Context: an optimization exercise on an open-source flow, tuned for small area and a short achievable clock period. The choices shown serve that exercise and are no tape-out recipe. In this exercise RTL edits were held to simulation tests only and were not proved equivalent to the original. Power and IR drop assume default switching activity.

==> flow/design.v (excerpt) <==
module pe_unit
(
    input  logic                   clk,
    input  logic                   rst,
    input  logic                   in_valid,
    input  logic [16-1:0] weight_count,
    input  logic [16-1:0] feature_count,
    input  logic [(8 + 2*8)-1:0] weight_in,
    input  logic [(4*(8 + 2*8))-1:0] feature_in,
    output logic                   out_valid,
    output logic [(4*4*(2*8 + 2*8))-1:0] result
);
    logic [4-1:0]             slot_sel;
    logic [4-1:0]             coord_sel;
    logic                             busy;
    logic [4*(8 + 2*8)-1:0] weights;
    logic [4*(8 + 2*8)-1:0] weights_next;
    logic                             idle;
    logic [3*4*8-1:0] values;
    pe_sequencer u_sequencer (
        .clk           (clk),
        .rst           (rst),
        .in_valid      (in_valid),
        .weight_count  (weight_count),
        .feature_count (feature_count),
        .slot_sel      (slot_sel),
        .coord_sel     (coord_sel),
        .busy          (busy),
        .idle          (idle),
        .out_valid     (out_valid)
    );
    weight_buffer u_weight_buffer (
        .clk          (clk),
        .rst          (rst),
        .slot_sel     (slot_sel),
        .coord_sel    (coord_sel),
        .weight_in    (weight_in),
        .weights      (weights),
        .weights_next (weights_next)
    );
    feature_window u_feature_window (
        .clk        (clk),
        .feature_in (feature_in),
        .values     (values)
    );
    outer_product_array u_outer_product_array (
        .clk          (clk),
        .rst          (rst),
        .busy         (busy),
        .idle         (idle),
        .weights      (weights),
        .weights_next (weights_next),
        .values       (values),
        .feature_in   (feature_in),
        .result       (result)
    );
endmodule
==> module outer_product_array, before the edit <==
module outer_product_array
(
    input  logic                             clk,
    input  logic                             rst,
    input  logic                             busy,
    input  logic                             idle,
    input  logic [4*(8 + 2*8)-1:0] weights,
    input  logic [4*(8 + 2*8)-1:0] weights_next,
    input  logic [3*4*8-1:0] values,
    input  logic [(4*(8 + 2*8))-1:0]           feature_in,
    output logic [(4*4*(2*8 + 2*8))-1:0]          result
);
    localparam int W  = 8;
    localparam int C  = 8;
    localparam int L  = 4;
    localparam int N  = L*L;
    localparam int EW = (8 + 2*8);
    localparam int GW = (4*(8 + 2*8));
    localparam int VW = L*W;
    logic [4*VW-1:0] src;
    assign src = {values, feature_in[2*L*C +: VW]};
    logic [N*2*W-1:0] prod_s_d, prod_c_d;
    logic [N*2*W-1:0] prod_b_d, prod_b_q;
    logic [N*4-1:0]   prod_g_d, prod_g_q;
    logic [N*2*W-1:0] prod_q;
    for (genvar i = 0; i < L; i++) begin : g_slot
        for (genvar j = 0; j < L; j++) begin : g_lane
            mul_bw u_mul (
                .a (weights_next[i*EW + 2*C +: W]),
                .b (src[i*VW + j*W +: W]),
                .s (prod_s_d[(i*L+j)*2*W +: 2*W]),
                .c (prod_c_d[(i*L+j)*2*W +: 2*W])
            );
            blk_pre u_pre (
                .ra (prod_s_d[(i*L+j)*2*W +: 2*W]),
                .rb (prod_c_d[(i*L+j)*2*W +: 2*W]),
                .s0 (prod_b_d[(i*L+j)*2*W +: 2*W]),
                .g  (prod_g_d[(i*L+j)*4 +: 4])
            );
            blk_post u_post (
                .s0 (prod_b_q[(i*L+j)*2*W +: 2*W]),
                .g  (prod_g_q[(i*L+j)*4 +: 4]),
                .p  (prod_q[(i*L+j)*2*W +: 2*W])
            );
        end
    end
    always_ff @(posedge clk) begin
        prod_b_q <= prod_b_d;
        prod_g_q <= prod_g_d;
    end
    logic [4*2*L*C-1:0] off_d, off_q;
    logic [3*2*C-1:0]   delta;
    always_comb begin
        for (int d = 0; d < 3; d++) begin
            for (int f = 0; f < 2; f++) begin
                delta[d*2*C + f*C +: C] =
                    (idle && d == 0 ? C'(0) : weights[d*EW + f*C +: C]) -
                    weights_next[(d+1)*EW + f*C +: C];
            end
        end
        for (int f = 0; f < 2; f++) begin
            for (int j = 0; j < L; j++) begin
                off_d[f*L*C + j*C +: C] = busy ?
                    feature_in[f*L*C + j*C +: C] - weights_next[f*C +: C] : C'(0);
                for (int d = 0; d < 3; d++)
                    off_d[(d+1)*2*L*C + f*L*C + j*C +: C] =
                        off_q[d*2*L*C + f*L*C + j*C +: C] + delta[d*2*C + f*C +: C];
            end
        end
    end
    always_ff @(posedge clk or posedge rst) begin
        if (rst) begin
            off_q <= '0;
        end else begin
            off_q <= off_d;
        end
    end
    always_comb begin
        result[N*2*C +: N*2*W] = prod_q;
        for (int i = 0; i < L; i++) begin
            for (int j = 0; j < L; j++) begin
                result[N*C + (i*L+j)*C +: C] = off_q[i*2*L*C + L*C + j*C +: C];
                result[(i*L+j)*C +: C]       = off_q[i*2*L*C + j*C +: C];
            end
        end
    end
endmodule
==> module blk_pre, before the edit <==
module blk_pre (
    input  logic [15:0] ra,
    input  logic [15:0] rb,
    output logic [15:0] s0,
    output logic [3:0]  g
);
    logic [3:0] t0;
    assign t0 = {1'b0, ra[2:0]} + {1'b0, rb[2:0]};
    assign s0[2:0] = t0[2:0];
    assign g[0] = t0[3];
    logic [3:0] t1;
    assign t1 = {1'b0, ra[5:3]} + {1'b0, rb[5:3]};
    assign s0[5:3] = t1[2:0];
    assign g[1] = t1[3];
    logic [3:0] t2;
    assign t2 = {1'b0, ra[8:6]} + {1'b0, rb[8:6]};
    assign s0[8:6] = t2[2:0];
    assign g[2] = t2[3];
    logic [3:0] t3;
    assign t3 = {1'b0, ra[11:9]} + {1'b0, rb[11:9]};
    assign s0[11:9] = t3[2:0];
    assign g[3] = t3[3];
    logic [4:0] t4;
    assign t4 = {1'b0, ra[15:12]} + {1'b0, rb[15:12]};
    assign s0[15:12] = t4[3:0];
endmodule
==> module blk_post, before the edit <==
module blk_post (
    input  logic [15:0] s0,
    input  logic [3:0]  g,
    output logic [15:0] p
);
    logic [4:0] pr, c;
    assign pr[0] = &s0[2:0];
    assign pr[1] = &s0[5:3];
    assign pr[2] = &s0[8:6];
    assign pr[3] = &s0[11:9];
    assign pr[4] = &s0[15:12];
    assign c[0] = 1'b0;
    assign c[1] = (g[0]);
    assign c[2] = (g[1]) | (g[0] & pr[1]);
    assign c[3] = (g[2]) | (g[1] & pr[2]) | (g[0] & pr[1] & pr[2]);
    assign c[4] = (g[3]) | (g[2] & pr[3]) | (g[1] & pr[2] & pr[3]) | (g[0] & pr[1] & pr[2] & pr[3]);
    assign p[2:0] = s0[2:0] + {2'b0, c[0]};
    assign p[5:3] = s0[5:3] + {2'b0, c[1]};
    assign p[8:6] = s0[8:6] + {2'b0, c[2]};
    assign p[11:9] = s0[11:9] + {2'b0, c[3]};
    assign p[15:12] = s0[15:12] + {3'b0, c[4]};
endmodule
export LEC_CHECK = 0
export CAP_MARGIN = 20
export CORE_MARGIN = 2
export CORE_UTILIZATION = 55
export CTS_BUF_LIST = sky130_fd_sc_hd__clkbuf_8
export CTS_CLUSTER_SIZE = 30
export SETUP_SLACK_MARGIN = 2.85
export SLEW_MARGIN = 20
create_clock -name core_clock -period 7.0 [get_ports {clk}]
standard.sh (not shown) runs the stock make flow with config.mk's settings and CLKGATE_MAP_FILE= SYNTH_SCRIPT=/design/flow/synth_recipe.tcl, a recipe that flattens the netlist after the stock synthesis.
==> flow/flow/run.sh <==
#!/bin/bash
# Layout flow: the standard flow (standard.sh, unchanged synthesis and
# steps), except that the buffers placed on every input and output port are
# sky130_fd_sc_hd__buf_2 rather than the flow's default pick (a delay cell).
set -euo pipefail
export BUFFER_PORTS_ARGS="-buffer_cell sky130_fd_sc_hd__buf_2"
bash standard.sh > standard.log 2>&1
Change:
--- a/flow/design.v
+++ b/flow/design.v
@@ -144,11 +144,11 @@
     localparam int VW = L*W;
     logic [4*VW-1:0] src;
     assign src = {values, feature_in[2*L*C +: VW]};
     logic [N*2*W-1:0] prod_s_d, prod_c_d;
     logic [N*2*W-1:0] prod_b_d, prod_b_q;
-    logic [N*4-1:0]   prod_g_d, prod_g_q;
+    logic [N*5-1:0]   prod_g_d, prod_g_q;
     logic [N*2*W-1:0] prod_q;
     for (genvar i = 0; i < L; i++) begin : g_slot
         for (genvar j = 0; j < L; j++) begin : g_lane
             mul_bw u_mul (
                 .a (weights_next[i*EW + 2*C +: W]),
@@ -158,15 +158,15 @@
             );
             blk_pre u_pre (
                 .ra (prod_s_d[(i*L+j)*2*W +: 2*W]),
                 .rb (prod_c_d[(i*L+j)*2*W +: 2*W]),
                 .s0 (prod_b_d[(i*L+j)*2*W +: 2*W]),
-                .g  (prod_g_d[(i*L+j)*4 +: 4])
+                .g  (prod_g_d[(i*L+j)*5 +: 5])
             );
             blk_post u_post (
                 .s0 (prod_b_q[(i*L+j)*2*W +: 2*W]),
-                .g  (prod_g_q[(i*L+j)*4 +: 4]),
+                .g  (prod_g_q[(i*L+j)*5 +: 5]),
                 .p  (prod_q[(i*L+j)*2*W +: 2*W])
             );
         end
     end
     always_ff @(posedge clk) begin
@@ -377,53 +377,60 @@
 endmodule
 module blk_pre (
     input  logic [15:0] ra,
     input  logic [15:0] rb,
     output logic [15:0] s0,
-    output logic [3:0]  g
+    output logic [4:0]  g
 );
     logic [3:0] t0;
     assign t0 = {1'b0, ra[2:0]} + {1'b0, rb[2:0]};
     assign s0[2:0] = t0[2:0];
     assign g[0] = t0[3];
     logic [3:0] t1;
     assign t1 = {1'b0, ra[5:3]} + {1'b0, rb[5:3]};
     assign s0[5:3] = t1[2:0];
     assign g[1] = t1[3];
-    logic [3:0] t2;
-    assign t2 = {1'b0, ra[8:6]} + {1'b0, rb[8:6]};
-    assign s0[8:6] = t2[2:0];
-    assign g[2] = t2[3];
-    logic [3:0] t3;
-    assign t3 = {1'b0, ra[11:9]} + {1'b0, rb[11:9]};
-    assign s0[11:9] = t3[2:0];
-    assign g[3] = t3[3];
-    logic [4:0] t4;
-    assign t4 = {1'b0, ra[15:12]} + {1'b0, rb[15:12]};
-    assign s0[15:12] = t4[3:0];
+    logic [2:0] t2;
+    assign t2 = {1'b0, ra[7:6]} + {1'b0, rb[7:6]};
+    assign s0[7:6] = t2[1:0];
+    assign g[2] = t2[2];
+    logic [2:0] t3;
+    assign t3 = {1'b0, ra[9:8]} + {1'b0, rb[9:8]};
+    assign s0[9:8] = t3[1:0];
+    assign g[3] = t3[2];
+    logic [3:0] t4;
+    assign t4 = {1'b0, ra[12:10]} + {1'b0, rb[12:10]};
+    assign s0[12:10] = t4[2:0];
+    assign g[4] = t4[3];
+    logic [3:0] t5;
+    assign t5 = {1'b0, ra[15:13]} + {1'b0, rb[15:13]};
+    assign s0[15:13] = t5[2:0];
 endmodule
 module blk_post (
     input  logic [15:0] s0,
-    input  logic [3:0]  g,
+    input  logic [4:0]  g,
     output logic [15:0] p
 );
-    logic [4:0] pr, c;
+    logic [5:0] pr, c;
     assign pr[0] = &s0[2:0];
     assign pr[1] = &s0[5:3];
-    assign pr[2] = &s0[8:6];
-    assign pr[3] = &s0[11:9];
-    assign pr[4] = &s0[15:12];
+    assign pr[2] = &s0[7:6];
+    assign pr[3] = &s0[9:8];
+    assign pr[4] = &s0[12:10];
+    assign pr[5] = &s0[15:13];
     assign c[0] = 1'b0;
     assign c[1] = (g[0]);
     assign c[2] = (g[1]) | (g[0] & pr[1]);
     assign c[3] = (g[2]) | (g[1] & pr[2]) | (g[0] & pr[1] & pr[2]);
     assign c[4] = (g[3]) | (g[2] & pr[3]) | (g[1] & pr[2] & pr[3]) | (g[0] & pr[1] & pr[2] & pr[3]);
+    assign c[5] = (g[4]) | (g[3] & pr[4]) | (g[2] & pr[3] & pr[4]) | (g[1] & pr[2] & pr[3] & pr[4]) | (g[0] & pr[1] & pr[2] & pr[3] & pr[4]);
     assign p[2:0] = s0[2:0] + {2'b0, c[0]};
     assign p[5:3] = s0[5:3] + {2'b0, c[1]};
-    assign p[8:6] = s0[8:6] + {2'b0, c[2]};
-    assign p[11:9] = s0[11:9] + {2'b0, c[3]};
-    assign p[15:12] = s0[15:12] + {3'b0, c[4]};
+    assign p[7:6] = s0[7:6] + {1'b0, c[2]};
+    assign p[9:8] = s0[9:8] + {1'b0, c[3]};
+    assign p[12:10] = s0[12:10] + {2'b0, c[4]};
+    assign p[15:13] = s0[15:13] + {2'b0, c[5]};
 endmodule
 `default_nettype wire
 `timescale 1ns/1ps
 `default_nettype none
 module pe_unit
Effect:
- total power went up by 52%
- combinational power grows by 89%
- sequential share of layout area is higher by 0.65 points
- worst setup slack gets better by 0.011 ns
- cell area goes down by 0.67%
- sequential power is higher by 16%

port drivers added, routing unchanged:
In the flow no input, the clock included, has a driving cell. The finished layouts below were timed again as built, in two steps.
Step 1: set_driving_cell puts a clkbuf_16 on clk and a buf_2 on each other input, an assumption about the parent block.
Step 2 moves the port delays by t, midway between the first and last clock arrival at a register: inputs arrive t later, outputs are due t later. That takes back most of the time a late clock gives input paths.
Three values: no drivers, after step 1, after step 2; two values: the first two.
| run | shift t [ns] | setup WS [ns] | slew at the worst register clock pin (ns) |
|---|---|---|---|
| the first run | 0.915 | 2.767 / 2.747 / 1.833 | 0.07 / 0.07 |
| the second run | 0.914 | 2.778 / 2.704 / 1.932 | 0.07 / 0.07 |
After both steps every run listed still meets setup and hold. For the first run, which loses most, drivers alone change the setup slack by -0.020 ns; drivers and shift together by -0.934 ns.
